Source: an optimization exercise on an open RTL-to-GDS flow (aim: small area, a short achievable clock period and few clock cycles). Production flows keep margins and buffers that such runs may drop. The RTL was checked by simulation tests, not by an equivalence proof against the original design. Power is estimated from default activity; no workload was simulated.

==> design.v <==
package tcprc_pkg;
  localparam logic [31:0] ONE_Q        = 32'h0001_0000;
  localparam logic [31:0] RESET_WINDOW = 32'h0004_0000;
  localparam logic [31:0] RESET_THRESH = 32'h0040_0000;
  localparam logic [31:0] MIN_THRESH   = 32'h0002_0000;
  localparam logic [31:0] FR_FLOOR     = 32'h0004_0000;
  localparam logic [31:0] FR_INFLATE   = 32'h0003_0000;
  localparam logic [7:0]  DUP_TRIGGER  = 8'd3;
  localparam logic [7:0]  DUP_MAX      = 8'd255;
  localparam logic [1:0] PH_SLOW_START    = 2'd0;
  localparam logic [1:0] PH_CONG_AVOID    = 2'd1;
  localparam logic [1:0] PH_FAST_RECOVERY = 2'd2;
endpackage
module tcprc_recip (
  input  logic [5:0]  n,
  output logic [22:0] q
);
  logic [63:0] hit;
  always_comb begin
    for (int i = 0; i < 64; i++) hit[i] = (n == 6'(i));
  end
  assign q[0] = hit[3] | hit[5] | hit[9] | hit[10] | hit[11] | hit[12] | hit[13] | hit[14] | hit[15] | hit[17] | hit[19] | hit[23] | hit[25] | hit[27] | hit[29] | hit[33] | hit[34] | hit[37] | hit[44];
  assign q[1] = hit[5] | hit[6] | hit[7] | hit[17] | hit[22] | hit[24] | hit[27] | hit[29] | hit[31] | hit[34] | hit[37] | hit[40] | hit[41] | hit[47];
  assign q[2] = hit[3] | hit[11] | hit[12] | hit[17] | hit[20] | hit[25] | hit[28] | hit[34] | hit[36] | hit[38] | hit[40] | hit[41] | hit[43];
  assign q[3] = hit[6] | hit[10] | hit[14] | hit[17] | hit[18] | hit[19] | hit[20] | hit[24] | hit[25] | hit[26] | hit[27] | hit[30] | hit[36] | hit[37] | hit[38] | hit[41] | hit[42];
  assign q[4] = hit[3] | hit[5] | hit[7] | hit[9] | hit[10] | hit[12] | hit[13] | hit[15] | hit[18] | hit[19] | hit[21] | hit[25] | hit[26] | hit[27] | hit[29] | hit[35] | hit[36] | hit[38] | hit[39] | hit[41] | hit[42] | hit[43] | hit[44] | hit[45] | hit[46] | hit[47];
  assign q[5] = hit[5] | hit[6] | hit[9] | hit[13] | hit[18] | hit[19] | hit[21] | hit[22] | hit[23] | hit[24] | hit[25] | hit[27] | hit[28] | hit[37] | hit[38] | hit[40] | hit[41] | hit[43] | hit[45] | hit[47];
  assign q[6] = hit[3] | hit[9] | hit[11] | hit[12] | hit[14] | hit[19] | hit[20] | hit[26] | hit[27] | hit[29] | hit[31] | hit[33] | hit[35] | hit[37] | hit[40] | hit[43] | hit[44] | hit[47];
  assign q[7] = hit[6] | hit[7] | hit[10] | hit[13] | hit[20] | hit[22] | hit[24] | hit[26] | hit[29] | hit[30] | hit[33] | hit[34] | hit[37] | hit[38] | hit[39] | hit[43] | hit[44] | hit[45] | hit[46];
  assign q[8] = hit[3] | hit[5] | hit[10] | hit[11] | hit[12] | hit[13] | hit[15] | hit[17] | hit[19] | hit[22] | hit[23] | hit[26] | hit[27] | hit[28] | hit[33] | hit[34] | hit[35] | hit[36] | hit[43] | hit[44] | hit[45] | hit[46] | hit[47];
  assign q[9] = hit[5] | hit[6] | hit[11] | hit[13] | hit[14] | hit[17] | hit[18] | hit[22] | hit[23] | hit[24] | hit[25] | hit[33] | hit[34] | hit[35] | hit[36] | hit[37] | hit[38] | hit[39] | hit[40] | hit[41] | hit[42];
  assign q[10] = hit[3] | hit[7] | hit[9] | hit[11] | hit[12] | hit[17] | hit[18] | hit[19] | hit[20] | hit[21] | hit[33] | hit[34] | hit[35] | hit[36] | hit[37] | hit[38] | hit[39] | hit[40] | hit[41] | hit[42] | hit[43] | hit[44] | hit[45] | hit[46] | hit[47];
  assign q[11] = hit[6] | hit[9] | hit[10] | hit[17] | hit[18] | hit[19] | hit[20] | hit[21] | hit[22] | hit[23] | hit[24] | hit[25] | hit[26] | hit[27] | hit[28] | hit[29] | hit[30] | hit[31] | hit[32];
  assign q[12] = hit[3] | hit[5] | hit[9] | hit[10] | hit[11] | hit[12] | hit[13] | hit[14] | hit[15] | hit[16];
  assign q[13] = hit[5] | hit[6] | hit[7] | hit[8];
  assign q[14] = hit[3] | hit[4];
  assign q[15] = hit[2];
  assign q[16] = hit[0] | hit[1];
  assign q[17] = hit[3] | hit[5] | hit[9] | hit[11] | hit[13] | hit[15] | hit[17] | hit[19] | hit[23] | hit[25] | hit[27] | hit[29] | hit[33] | hit[37];
  assign q[18] = hit[7] | hit[9] | hit[10] | hit[13] | hit[14] | hit[25] | hit[27] | hit[31] | hit[33] | hit[34] | hit[41] | hit[47];
  assign q[19] = hit[6] | hit[9] | hit[10] | hit[12] | hit[19] | hit[22] | hit[27] | hit[33] | hit[43] | hit[44];
  assign q[20] = hit[11] | hit[23] | hit[25] | hit[29] | hit[33] | hit[37] | hit[38];
  assign q[21] = hit[18] | hit[20] | hit[21] | hit[22] | hit[24] | hit[26] | hit[28] | hit[29] | hit[30] | hit[33] | hit[34] | hit[35] | hit[36] | hit[38] | hit[39] | hit[40] | hit[41] | hit[42] | hit[44] | hit[45] | hit[47];
  assign q[22] = hit[46];
endmodule
module tcprc_div (
  input  logic        mul,     
  input  logic [16:0] a,       
  input  logic [16:0] q,       
  input  logic [16:0] dv,      
  output logic [16:0] a_nxt,
  output logic [16:0] q_nxt
);
  logic [17:0] opa;
  logic [18:0] opb;
  logic [18:0] sum;
  assign opa = mul ? {a, 1'b0} : {a, q[16]};
  assign opb = mul ? {2'b00, q[16] ? dv : 17'd0} : ~{2'b00, dv};
  assign sum = {1'b0, opa} + opb + {18'd0, !mul};
  always_comb begin
    q_nxt = {q[15:0], !mul && !sum[18]};
    if (mul || !sum[18]) a_nxt = sum[16:0];
    else                 a_nxt = opa[16:0];
  end
endmodule
import tcprc_pkg::*;
module tcp_reno_congestion_window_top (
  input  logic              clk,
  input  logic              rst_n,
  input  logic              cfg_wr_en,
  input  logic [47:0]       cfg_wr_data,    
  input  logic              in_tvalid,
  output logic              in_tready,
  input  logic [31:0]       in_tdata,       
  input  logic [0:0]        in_tuser,       
  output logic              out_tvalid,
  input  logic              out_tready,
  output logic [87:0]       out_tdata       
);
  localparam logic [15:0] NF = 16'd45;    
  localparam logic [3:0] B_SEG = 4'd0, B_D1 = 4'd1, B_D2 = 4'd2, B_GX = 4'd3,
                         B_DEC = 4'd4, B_MK = 4'd5, B_MUL = 4'd6, B_ADD = 4'd7,
                         B_UPD = 4'd8;
  localparam logic [1:0] U_IDLE = 2'd0, U_B = 2'd1, U_C1 = 2'd2, U_C2 = 2'd3;
  logic [15:0] wn_r, wf_r;
  logic [31:0] thr_r, base_r;
  logic [7:0]  dup_r;
  logic [1:0]  phase_r;
  logic        fin_r, rtx_r, ov_r;
  logic [37:0] xhi_r;       
  logic        xlz_r;       
  logic        busy_r;
  logic [3:0]  bs_r;
  logic [32:0] km1_r;       
  logic        cv_r;        
  logic [1:0]  us_r;
  logic [5:0]  remm1_r;     
  logic [5:0]  j_r;         
  logic [15:0] kd_r;        
  logic        fp_r;
  logic [16:0] d_r;         
  logic [16:0] a_r;         
  logic [16:0] q_r;         
  logic [16:0] ex_r;        
  logic [1:0]  cx_r;        
  logic [4:0]  cnt_r;
  logic [32:0] ku_x, ku_y;
  logic        ku_cin;
  logic [33:0] ku_sum;
  logic        ku_eq, ku_ge;
  assign ku_sum  = {1'b0, ku_x} + {1'b0, ~ku_y} + {33'd0, ku_cin};
  assign ku_eq   = ku_x == ku_y;
  assign ku_ge   = ku_sum[33] | ku_eq;
  logic        rv_r, r_act_r, r_fin_r, r_dup_r;
  logic        r_needw;     
  logic [31:0] r_ackp1_r;   
  logic [32:0] r_km1_r;     
  logic        take, take_new, cap, seg_act;
  logic [31:0] in_ackp1;
  logic [31:0] base_eff;
  logic [32:0] in_diff;
  logic        in_final;
  logic [32:0] km1_cur;
  logic [7:0]  dup_inc;
  logic [31:0] thr_h;
  assign r_needw    = !fin_r && (r_act_r || (!r_fin_r && r_dup_r &&
                       phase_r != PH_FAST_RECOVERY && dup_inc == DUP_TRIGGER));
  assign take       = rv_r && !busy_r && (!ov_r || out_tready) && !((j_r != 6'd0 || fp_r) && r_needw);
  assign take_new   = take && !fin_r && !r_act_r && !r_fin_r && !r_km1_r[32];
  assign seg_act    = busy_r || take_new;
  assign in_tready  = !rv_r || take;
  assign cap        = in_tvalid && in_tready;
  assign out_tvalid = ov_r;
  assign out_tdata  = {4'b0000, fin_r, rtx_r, base_r, phase_r, thr_r, wn_r};
  assign in_ackp1  = in_tdata + 32'd1;
  assign base_eff  = take_new ? r_ackp1_r : base_r;
  assign in_diff   = {1'b0, in_tdata} - {1'b0, base_eff};
  assign in_final  = {7'd0, in_tdata, xlz_r} >= {xhi_r, 1'b1};
  assign km1_cur   = busy_r ? km1_r : r_km1_r;
  assign dup_inc   = (dup_r == DUP_MAX) ? dup_r : dup_r + 8'd1;
  assign thr_h     = (wn_r[15:2] == 14'd0) ? MIN_THRESH : {1'b0, wn_r, wf_r[15:1]};
  logic [16:0] ss_m;        
  logic [16:0] ssm_n;
  logic [15:0] ss_needm1;   
  logic [15:0] ssn_n;
  assign ssm_n     = {1'b0, thr_h[31:16]} + {16'd0, thr_h[15:0] != 16'd0};
  logic [15:0] tn, tf;
  logic        t_fast;
  always_comb begin
    unique case (phase_r)
      PH_SLOW_START: begin
        tn = ss_m[15:0];
        tf = 16'd0;
      end
      PH_FAST_RECOVERY: begin
        tn = (thr_r[31:18] == 14'd0) ? 16'd4 : thr_r[31:16];
        tf = (thr_r[31:18] == 14'd0) ? 16'd0 : thr_r[15:0];
      end
      default: begin
        tn = wn_r;
        tf = wf_r;
      end
    endcase
  end
  assign t_fast = (tn != 16'd0) && (tn <= NF);
  logic [5:0]  rom_a_r, rom_a_n;
  logic [22:0] rom_q;
  logic [16:0] rom_d;
  logic [5:0]  rom_rm;
  tcprc_recip u_recip (.n(rom_a_r), .q(rom_q));
  assign rom_d  = rom_q[16:0];
  assign rom_rm = rom_q[22:17];
  logic [16:0] ch_g, ch_e;
  logic        ch_plus, ch_minus;
  assign ch_g     = ex_r + (cx_r[0] ? q_r : (cx_r[1] ? ~q_r : 17'd0)) + {16'd0, cx_r[1]};
  assign ch_e     = {1'b0, ch_g[15:0]} - {11'd0, rom_rm};
  assign ch_plus  = ch_e[16];
  assign ch_minus = !ch_e[16] && ({1'b0, ch_e[15:0]} >= rom_d);
  logic        s_mul;
  logic [16:0] s_dv, s_a, s_q;
  tcprc_div u_div (
    .mul   (s_mul),
    .a     (a_r),
    .q     (q_r),
    .dv    (s_dv),
    .a_nxt (s_a),
    .q_nxt (s_q)
  );
  logic        in_fast, fast_ok;
  logic [15:0] kd;
  logic [15:0] wa_a, wa_b;
  logic [15:0] wa_sum;
  logic [15:0] wf_b;
  logic        wf_cin;
  logic [16:0] wf_sum;
  assign in_fast = (wn_r != 16'd0) && (wn_r <= NF);
  assign fast_ok = cv_r && in_fast;
  assign kd      = j_r * d_r[15:0];
  assign wa_a    = (!seg_act && phase_r != PH_FAST_RECOVERY) ? thr_h[31:16] : wn_r;
  assign wa_b    = (seg_act && phase_r == PH_SLOW_START) ? km1_cur[15:0] :
                   ((!seg_act && phase_r != PH_FAST_RECOVERY) ? 16'd2 : 16'd0);
  assign wa_sum  = wa_a + wa_b + 16'd1;
  assign wf_sum  = {1'b0, wf_r} + {1'b0, wf_b} + {16'd0, wf_cin};
  always_comb begin
    ku_x   = km1_cur;
    ku_y   = 33'd0;
    ku_cin = 1'b0;
    wf_b   = kd_r;
    wf_cin = 1'b0;
    s_mul  = 1'b0;
    s_dv   = d_r;
    if (!busy_r || bs_r == B_SEG) begin
      unique case (phase_r)
        PH_SLOW_START: ku_y = {17'd0, ss_needm1};
        PH_CONG_AVOID: begin
          ku_y = {27'd0, remm1_r};
          if (wn_r == 16'hFFFF && (busy_r || (!r_act_r && !r_fin_r && !r_km1_r[32]))) begin
            wf_b   = km1_cur[15:0];
            wf_cin = 1'b1;
          end
        end
        default: ;
      endcase
      if (us_r == U_B) s_dv = rom_d;
    end else begin
      unique case (bs_r)
        B_D1:  s_dv = {1'b0, (wn_r == 16'd0) ? 16'd1 : wn_r};
        B_GX:  begin
          ku_x = {16'd0, d_r};
          ku_y = {16'd0, a_r};
        end
        B_DEC, B_UPD: ku_y = {16'd0, q_r};
        B_MK:  begin
          ku_y   = '1;
          ku_cin = 1'b1;
        end
        B_MUL: s_mul = 1'b1;
        B_ADD: wf_b = a_r[15:0];
        default: ;
      endcase
    end
  end
  logic [15:0] wn_n, wf_n;
  logic [31:0] thr_n, base_n;
  logic [7:0]  dup_n;
  logic [1:0]  phase_n;
  logic        fin_n, rtx_n, busy_n;
  logic [3:0]  bs_n;
  logic [32:0] km1_n;
  logic        cv_n;
  logic [1:0]  us_n;
  logic [15:0] st_tn, st_tf;
  logic        st_ok;
  logic        chg_to, chg_tr;    
  logic [5:0]  remm1_n;
  logic [5:0]  j_n;
  logic        fp_n;
  logic [16:0] d_n, a_n, q_n, ex_n;
  logic [1:0]  cx_n;
  logic [4:0]  cnt_n;
  logic        t_chg;       
  logic        thr_ld;      
  logic        fast_use;    
  logic        done;
  always_comb begin
    wn_n    = wn_r;
    wf_n    = wf_r;
    thr_n   = thr_r;
    base_n  = base_r;
    dup_n   = dup_r;
    phase_n = phase_r;
    fin_n   = fin_r;
    rtx_n   = rtx_r;
    busy_n  = busy_r;
    bs_n    = bs_r;
    km1_n   = ((busy_r && (bs_r == B_D1 || bs_r == B_D2 || bs_r == B_GX || bs_r == B_DEC)) ||
               (seg_act && bs_r == B_SEG && phase_r == PH_CONG_AVOID && wn_r != 16'hFFFF && !fast_ok))
              ? km1_cur : ku_sum[32:0];
    cv_n    = cv_r;
    us_n    = us_r;
    remm1_n = remm1_r;
    rom_a_n = rom_a_r;
    d_n     = d_r;
    a_n     = a_r;
    q_n     = q_r;
    ex_n    = ex_r;
    cx_n    = cx_r;
    cnt_n   = cnt_r;
    t_chg   = 1'b0;
    chg_to  = 1'b0;
    chg_tr  = 1'b0;
    thr_ld  = 1'b0;
    ssn_n   = ss_needm1;
    fast_use = 1'b0;
    done    = 1'b0;
    j_n     = 6'd0;
    fp_n    = j_r != 6'd0;
    if (fp_r) wf_n = wf_sum[15:0];
    if (take) begin
      rtx_n = 1'b0;
      if (fin_r) begin
      end else if (r_act_r) begin
        thr_n   = thr_h;
        thr_ld  = 1'b1;
        ssn_n   = thr_h[31:16] + {15'h7FFF, thr_h[15:0] != 16'd0};
        wn_n    = 16'd1;
        wf_n    = 16'd0;
        dup_n   = '0;
        phase_n = PH_SLOW_START;
        rtx_n   = 1'b1;
        t_chg   = 1'b1;
        chg_to  = 1'b1;
      end else if (r_fin_r) begin
        fin_n = 1'b1;
      end else if (!r_km1_r[32]) begin
        dup_n  = '0;
        base_n = r_ackp1_r;
        busy_n = 1'b1;
      end else if (r_dup_r) begin
        dup_n = dup_inc;
        if (phase_r == PH_FAST_RECOVERY) begin
          if (wn_r == 16'hFFFF) wf_n = 16'hFFFF;
          else wn_n = wa_sum;
        end else if (dup_inc == DUP_TRIGGER) begin
          thr_n   = thr_h;
          thr_ld  = 1'b1;
          wn_n    = wa_sum;
          wf_n    = thr_h[15:0];
          phase_n = PH_FAST_RECOVERY;
          rtx_n   = 1'b1;
          t_chg   = 1'b1;
          chg_tr  = 1'b1;
        end
      end
    end
    if (seg_act) begin
      unique case (bs_r)
        B_SEG: begin
          unique case (phase_r)
            PH_FAST_RECOVERY: begin
              {wn_n, wf_n} = (thr_r[31:18] == 14'd0) ? FR_FLOOR : thr_r;
              phase_n = PH_CONG_AVOID;
              done    = ku_eq;
            end
            PH_SLOW_START: begin
              if (ku_ge) begin
                if (ss_m[16]) begin
                  wn_n = 16'hFFFF;
                  wf_n = 16'hFFFF;
                end else begin
                  wn_n = ss_m[15:0];
                end
                phase_n = PH_CONG_AVOID;
                done    = ku_eq;
              end else begin
                wn_n  = wa_sum;
                ssn_n = ss_needm1 + ~km1_cur[15:0];
                done  = 1'b1;
              end
            end
            default: begin
              if (wn_r == 16'hFFFF) begin
                wf_n   = (km1_cur[32:16] != 17'd0 || wf_sum[16]) ? 16'hFFFF : wf_sum[15:0];
                t_chg  = 1'b1;
                done   = 1'b1;
              end else if (fast_ok) begin
                fast_use = 1'b1;
                if (ku_ge) begin
                  wn_n    = wa_sum;
                  wf_n    = a_r[15:0];
                  fp_n    = 1'b0;
                  remm1_n = wn_r[5:0] + {{5{cx_r[1]}}, cx_r[1] | cx_r[0]};
                  rom_a_n = rom_a_r + 6'd1;
                  d_n     = q_r;
                  a_n     = ch_g;
                  ex_n    = ch_e;
                  q_n     = rom_d;
                  cx_n    = {ch_minus, ch_plus};
                  done    = ku_eq;
                end else begin
                  j_n     = km1_cur[5:0] + 6'd1;
                  remm1_n = remm1_r + ~km1_cur[5:0];
                  done    = 1'b1;
                end
              end else if (!in_fast) begin
                a_n   = '0;
                q_n   = 17'h10000;
                cnt_n = 5'd16;
                bs_n  = B_D1;
              end
            end
          endcase
        end
        B_D1: begin
          a_n   = s_a;
          q_n   = s_q;
          cnt_n = cnt_r - 5'd1;
          if (cnt_r == 5'd0) begin
            d_n   = s_q;
            a_n   = '0;
            q_n   = {1'b0, ~wf_r};
            cnt_n = 5'd16;
            bs_n  = B_D2;
          end
        end
        B_D2: begin
          a_n   = s_a;
          q_n   = s_q;
          cnt_n = cnt_r - 5'd1;
          if (cnt_r == 5'd0) bs_n = B_GX;
        end
        B_GX: begin
          a_n  = ku_sum[16:0];
          bs_n = B_DEC;
        end
        B_DEC: begin
          bs_n = ku_ge ? B_UPD : B_MK;
        end
        B_UPD: begin
          wn_n  = wa_sum;
          wf_n  = a_r[15:0];
          t_chg = 1'b1;
          bs_n  = B_SEG;
          done  = ku_eq;
        end
        B_MK: begin
          a_n    = '0;
          q_n    = ku_sum[16:0];
          cnt_n  = 5'd16;
          bs_n   = B_MUL;
        end
        B_MUL: begin
          a_n   = s_a;
          q_n   = s_q;
          cnt_n = cnt_r - 5'd1;
          if (cnt_r == 5'd0) bs_n = B_ADD;
        end
        B_ADD: begin
          wf_n  = wf_sum[15:0];
          t_chg = 1'b1;
          done  = 1'b1;
        end
        default: ;
      endcase
    end
    if (done) begin
      busy_n = 1'b0;
      bs_n   = B_SEG;
    end
    if (t_chg) begin
      cv_n = 1'b0;
      us_n = U_IDLE;
      if (chg_to) begin
        st_tn = ssm_n[15:0];
        st_tf = 16'd0;
        st_ok = !ssm_n[16];
      end else begin
        st_tn = (thr_h[31:18] == 14'd0) ? 16'd4 : thr_h[31:16];
        st_tf = (thr_h[31:18] == 14'd0) ? 16'd0 : thr_h[15:0];
        st_ok = chg_tr;
      end
    end else begin
      st_tn = tn;
      st_tf = tf;
      st_ok = !cv_r && us_r == U_IDLE && !fast_use && !(busy_r && bs_r != B_SEG);
    end
    st_ok = st_ok && (st_tn != 16'd0) && (st_tn <= NF);
    if (st_ok) begin
      rom_a_n = st_tn[5:0];
      cx_n    = '0;
      if (st_tf == 16'd0) begin
        ex_n = '0;
        q_n  = '0;
        us_n = U_C1;
      end else if (st_tn[15:4] == 12'd0) begin
        a_n   = {5'd0, st_tf[15:4]};
        q_n   = {st_tf[3:0], 13'd0};
        cnt_n = 5'd3;
        us_n  = U_B;
      end else begin
        a_n   = {7'd0, st_tf[15:6]};
        q_n   = {st_tf[5:0], 11'd0};
        cnt_n = 5'd5;
        us_n  = U_B;
      end
    end else if (!t_chg && !fast_use && !(busy_r && bs_r != B_SEG)) begin
      unique case (us_r)
        U_IDLE: ;
        U_B: begin
          a_n   = s_a;
          q_n   = s_q;
          cnt_n = cnt_r - 5'd1;
          if (cnt_r == 5'd0) begin
            ex_n = s_a;
            us_n = U_C1;
          end
        end
        U_C1: begin
          remm1_n = tn[5:0] + ~q_r[5:0];
          rom_a_n = rom_a_r + 6'd1;
          ex_n    = ch_e;
          cx_n    = {ch_minus, ch_plus};
          q_n     = rom_d;
          us_n    = U_C2;
        end
        default: begin  
          remm1_n = remm1_r + {{5{cx_r[1]}}, cx_r[1] | cx_r[0]};
          rom_a_n = rom_a_r + 6'd1;
          d_n  = q_r;
          a_n  = ch_g;
          ex_n = ch_e;
          q_n  = rom_d;
          cx_n = {ch_minus, ch_plus};
          cv_n = 1'b1;
          us_n = U_IDLE;
        end
      endcase
    end
  end
  always_ff @(posedge clk) begin
    if (!rst_n) begin
      wn_r    <= 16'd4;
      wf_r    <= 16'd0;
      thr_r   <= RESET_THRESH;
      ss_m    <= 17'd64;
      ss_needm1 <= 16'd59;
      dup_r   <= '0;
      base_r  <= 32'd1;
      phase_r <= PH_SLOW_START;
      fin_r   <= 1'b0;
      rtx_r   <= 1'b0;
      ov_r    <= 1'b0;
      xhi_r   <= '0;
      xlz_r   <= 1'b1;
      busy_r  <= 1'b0;
      rv_r    <= 1'b0;
      j_r     <= 6'd0;
      fp_r    <= 1'b0;
      bs_r    <= B_SEG;
      cv_r    <= 1'b0;
      us_r    <= U_IDLE;
    end else begin
      wn_r    <= wn_n;
      wf_r    <= wf_n;
      thr_r   <= thr_n;
      if (thr_ld) ss_m <= ssm_n;
      ss_needm1 <= ssn_n;
      dup_r   <= dup_n;
      base_r  <= base_n;
      phase_r <= phase_n;
      fin_r   <= fin_n;
      rtx_r   <= rtx_n;
      ov_r    <= (take && !take_new) || done || (ov_r && !out_tready);
      busy_r  <= busy_n;
      rv_r    <= cap || (rv_r && !take);
      j_r     <= j_n;
      fp_r    <= fp_n;
      bs_r    <= bs_n;
      cv_r    <= cv_n;
      us_r    <= us_n;
      if (cfg_wr_en) begin
        xhi_r <= cfg_wr_data[47:10];
        xlz_r <= cfg_wr_data[9:0] == 10'd0;
      end
    end
    km1_r   <= km1_n;
    kd_r    <= kd;
    if (cap) begin
      r_ackp1_r <= in_ackp1;
      r_act_r <= in_tuser[0];
      r_km1_r <= in_diff;
      r_dup_r <= &in_diff;
      r_fin_r <= in_final;
    end
    remm1_r <= remm1_n;
    rom_a_r <= rom_a_n;
    d_r     <= d_n;
    a_r     <= a_n;
    q_r     <= q_n;
    ex_r    <= ex_n;
    cx_r    <= cx_n;
    cnt_r   <= cnt_n;
  end
endmodule
==> run.sh <==
#!/bin/bash
# synth_recipe.tcl (not shown) runs the flow's synth.tcl, then flattens the netlist and writes it again
# the make line also repeats each setting of config.mk as NAME=value (left out here)
make -C /OpenROAD-flow-scripts/flow DESIGN_CONFIG=/design/flow/config.mk WORK_HOME=/design/flow/orfs CLKGATE_MAP_FILE= SYNTH_SCRIPT=/design/flow/synth_recipe.tcl finish
==> config.mk <==
export PLATFORM = sky130hd
export DESIGN_NAME = tcp_reno_congestion_window_top
export DESIGN_NICKNAME = tcp_reno_congestion_window_top
export VERILOG_FILES = /design/flow/design.v
export SDC_FILE = /design/flow/constraint.sdc
export NUM_CORES = 4
export LEC_CHECK = 0
export CAP_MARGIN = 20
export CORE_MARGIN = 2
export CORE_UTILIZATION = 55
export SLEW_MARGIN = 20
==> constraint.sdc <==
create_clock -name core_clock -period 8.5 [get_ports {clk}]
set_input_delay 1.7000 -clock core_clock [delete_from_list [all_inputs] [get_ports {clk}]]
set_output_delay 1.7000 -clock core_clock [all_outputs]
set_load 0.01 [all_outputs]
==> results by group <==
Timing
  • Period minus WS final: 7.482 ns
  • Hold WS: 0.4542 ns
  • Endpoints failing setup: 0
  • RSZ-0062 raised after global routing: false
  • FMAX: 0.1337 GHz
  • Setup TNS: 0 ns
  • Worst slew pin tran: 1.191 ns
  • Final Max Slew Viols: 0
  • Tcrit/Tclk final: 0.8802
  • Max_slew headroom: 0.2058
  • Hold Fails Final Rpt: 0
  • Layout Skew: 0.05085 ns

Drt
  • Drc violations: 0
  • Vias per inst: 6.755
  • Vias: 39290
  • Detailed Route WL: 157.4 mm
  • 1st-iter DRT viols: 5402
  • Routed len/inst: 27.05 um
  • Router iterations before antenna repair: 10
  • Antenna-violating nets left: 0

Job
  • # Max-Cap Violations: 0

GRT
  • First-pass GRT wire length: 231.5 mm
  • Initial antenna violation count: 8
  • Gr ovfl total: 0
  • Gr usage total: 0.4507
  • Pin count of the biggest net entering global routing: 76
  • Vias in the first global route: 36180

Synthesis
  • Async SR Flop Fraction: 0
  • Seq/Total Area, Yosys: 0.2391
  • Ys Warns: 3
  • Synth Register Bits: 399
  • Mapped Avg Cell Area: 7.505 um2
  • Gate Count Post-Synth: 4831
  • Mapped cell area: 36260 um2
  • Post-synth EDFFs: 68
  • Yosys cell types: 103
  • Commonest register cell after synthesis: dfxtp_1

Floorplanning
  • I/O Pins: 176
  • Die Span Y: 260.8 um
  • Core Region: 65510 um2
  • Chip width: 260.8 um
  • Initial Utilization: 0.5534
  • Die ar.: 67990 um2
  • Rows: 94

Pwr
  • Static Leak: 0.01609 uW
  • VDD IR max: 0.0002679 V
  • Total power: 11580 uW
  • Cell Pwr Density: 283.6 nW/um2

Setup path
  • Crit Path Class: flip-flop to flip-flop
  • Critical Path RT: 9.08 ns
  • Arrival time worst endpoint: 8.06 ns
  • Crit Path Max Fanout: 32
  • Crit end category: flip-flop
  • Worst setup SP type: flip-flop

Clock network
  • TritonCTS clock tree: built
  • Clock Latency Late Sink: 0.66 ns
  • Clk buf depth: 3
  • Htree depth: 2
  • Hold buffers post-CTS: 0
  • Clk pin slew, worst setup/hold paths: 0.07 ns
  • CTS root buf: clkbuf_16
  • Total CTS buffers: 49
  • CTS Sinks: 399
  • Setup Buffers After CTS: 0
  • Post-CTS Resized: 0

Finish
  • Area Growth Syn to Fin: 12.62%
  • Final Cell Area: 40830 um2
  • Share of cells above drive strength 1: 0.06649
  • Fin nets: 5299
  • Fin util: 0.6233

Worst hold path
  • Worst hold path type: flip-flop to flip-flop

Placement
  • Port Buf Inserts: 170
  • Placed Area: 39090 um2
  • Gpl congestion: 1.111
  • Final HPWL DP: 119.2 mm

Run status
  • Outcome: complete, no violations
==> final cells by class <==
class                      count  area [um2]
multi-input combinational   3944       25750
inverter                     183       689.4
clock inverter                27       370.4
fill                        6018       24680
tap                          864        1081
timing repair buffer         330        2902
clock buffer                  65        1356
antenna                        5       12.51
sequential                   399        8672
==> stage by stage <==
stage,cells,setup slack [ns]
2_1_floorplan,4835,2.364
3_3_place_gp,5719,1.127
3_5_place_dp,5720,1.091
4_1_cts,5812,1.399
5_1_grt,5812,0.7306
6_report,5817,1.018
==> metal layers <==
metal	wire, um	up-vias	share of wire	track usage
met2	66080	2567	0.42	0.6741
met5	54	-	0.00034	0
met4	13440	8	0.085	0.3186
met1	58370	18300	0.37	0.5542
met3	19420	743	0.12	0.1326
li1	-	17670	-	-
==> cells by family (layout without fill, tap and decap cells) <==
| logic type | after synthesis | in the layout | synth area share |
|---|---|---|---|
| AOI/OAI and AO/OA | 1507 | 1507 | 0.2658 |
| muxes | 187 | 187 | 0.05228 |
| other | 1 | 10 | 0.0001034 |
| buffers and inverters | 492 | 605 | 0.05318 |
| DFF | 399 | 399 | 0.2391 |
| and+or+nand+nor | 1706 | 1706 | 0.2150 |
| adders and majority gates | 306 | 306 | 0.1182 |
| xor gates and xnor gates | 233 | 233 | 0.05629 |
==> power by group <==
part | switching [uW] | internal [uW] | leakage (uW)
Clock | 948 | 1340 | 0.000845
Sequential | 510 | 2250 | 0.00337
Combinational | 4220 | 2310 | 0.0119
==> worst paths after layout <==
path / from / to / slack, ns / depth (start not counted)
hold reg to reg: ss_m[1] / ss_m[1] / 0.45 / 2
setup / recovery: bs_r[0] / wn_r[9] / 1.02 / 17
setup reg to reg: bs_r[0] / wn_r[9] / 1.02 / 17
hold / removal: ss_m[1] / ss_m[1] / 0.45 / 2
==> cells in the final DEF (no fill, tap or decap), types with 81 or more instances in the layout <==
cell             synthesis  final
mux2i_1                171    171
inv_1                  179    179
buf_4                   12    159
nor3_1                  83     81
a22oi_1                 82     82
ha_1                   245    245
nand2_1                583    582
xnor2_1                157    157
dfxtp_1                331    328
clkdlybuf4s50_1          0    169
a21oi_1                464    464
o21ai_0                308    308
nor2_1                 520    517
nand3_1                135    135
==> critical path, stage by stage (launching register included) <==
cell	delay [ns]
dfxtp_1	0.83
nand2_1	0.13
nor3_1	0.27
nand2_1	0.68
nand2_1	0.26
o21a_1	0.17
inv_1	0.06
fa_1	0.38
nand3b_1	0.19
a21oi_1	0.27
o21ai_0	0.29
a2111oi_4	0.55
a2111oi_4	0.21
nor2_1	0.61
nand3_1	0.87
a21oi_1	1.24
a22oi_1	0.23
o21ai_0	0.14
==> synthesized netlist by cell type, types with 12 or more instances <==
master | n | area, um2
or2_2 | 22 | 137.6
nand4_1 | 47 | 294.0
ha_1 | 245 | 3065
o22ai_1 | 52 | 325.3
o21ai_0 | 308 | 1541
buf_2 | 26 | 130.1
fa_1 | 61 | 1221
dfxtp_1 | 331 | 6626
nor2b_1 | 55 | 344.1
a22oi_1 | 82 | 615.6
a311oi_1 | 12 | 105.1
a21boi_0 | 14 | 105.1
and2_1 | 40 | 250.2
a2bb2oi_1 | 24 | 210.2
nand2_1 | 583 | 2188
o221ai_1 | 35 | 306.5
nand3_1 | 135 | 675.7
xnor2_1 | 157 | 1375
a21oi_1 | 464 | 2322
a211o_1 | 15 | 131.4
a221oi_1 | 18 | 157.7
a32oi_1 | 12 | 105.1
a21o_1 | 76 | 570.6
inv_1 | 179 | 671.9
nand2b_1 | 44 | 275.3
and3_1 | 40 | 250.2
edfxtp_1 | 68 | 2042
o21bai_1 | 29 | 217.7
nor3_1 | 83 | 415.4
xor2_1 | 76 | 665.6
o21a_1 | 48 | 360.4
mux2_2 | 15 | 168.9
mux2i_1 | 171 | 1712
buf_4 | 12 | 90.09
or3_1 | 24 | 150.1
nor4_1 | 50 | 312.8
a211oi_1 | 70 | 525.5
buf_1 | 23 | 86.33
clkbuf_1 | 245 | 919.6
o31ai_1 | 22 | 165.2
nor2_1 | 520 | 1952
a31oi_1 | 68 | 425.4
o211ai_1 | 43 | 322.8
==> flip-flops by register name, indices dropped and copies added (netlist names), 8 cells and up <==
signal / cells
ss_m: 16
kd_r: 16
a_r: 17
xhi_r: 38
wn_r: 16
ss_needm1: 16
d_r: 17
km1_r: 33
base_r: 32
wf_r: 16
r_ackp1_r: 32
dup_r: 8
thr_r: 31
ex_r: 17
r_km1_r: 33
q_r: 17
Testbench counts, summed over its fixed seeds: cycles 22,399.

==> static timing again, ports no longer ideal <==
Ports are ideal in the flow. The routed layout listed here was re-timed in OpenROAD.
Step 1 sets driving cells, clkbuf_16 on the clock port and buf_2 on the other inputs (assumed; they add their load-dependent delay and slew).
Step 2 times the ports against the registers' clock, not the clock port: input delays grow and output delays shrink by t, the midpoint of the rising clock arrivals with the driver on.
Three values: ideal ports, drivers, drivers and shift; two values: the first two.
t (ns): 0.708
setup WS [ns]: 1.018 / 1.018 / 0.977
latest minus earliest clock arrival (ns): 0.051 / 0.050
worst register clock-pin slew, ns: 0.07 / 0.07
After both steps setup and hold are still met in this run. The setup slack of this run moves by 0.000 ns with the drivers and by -0.041 ns with both steps.
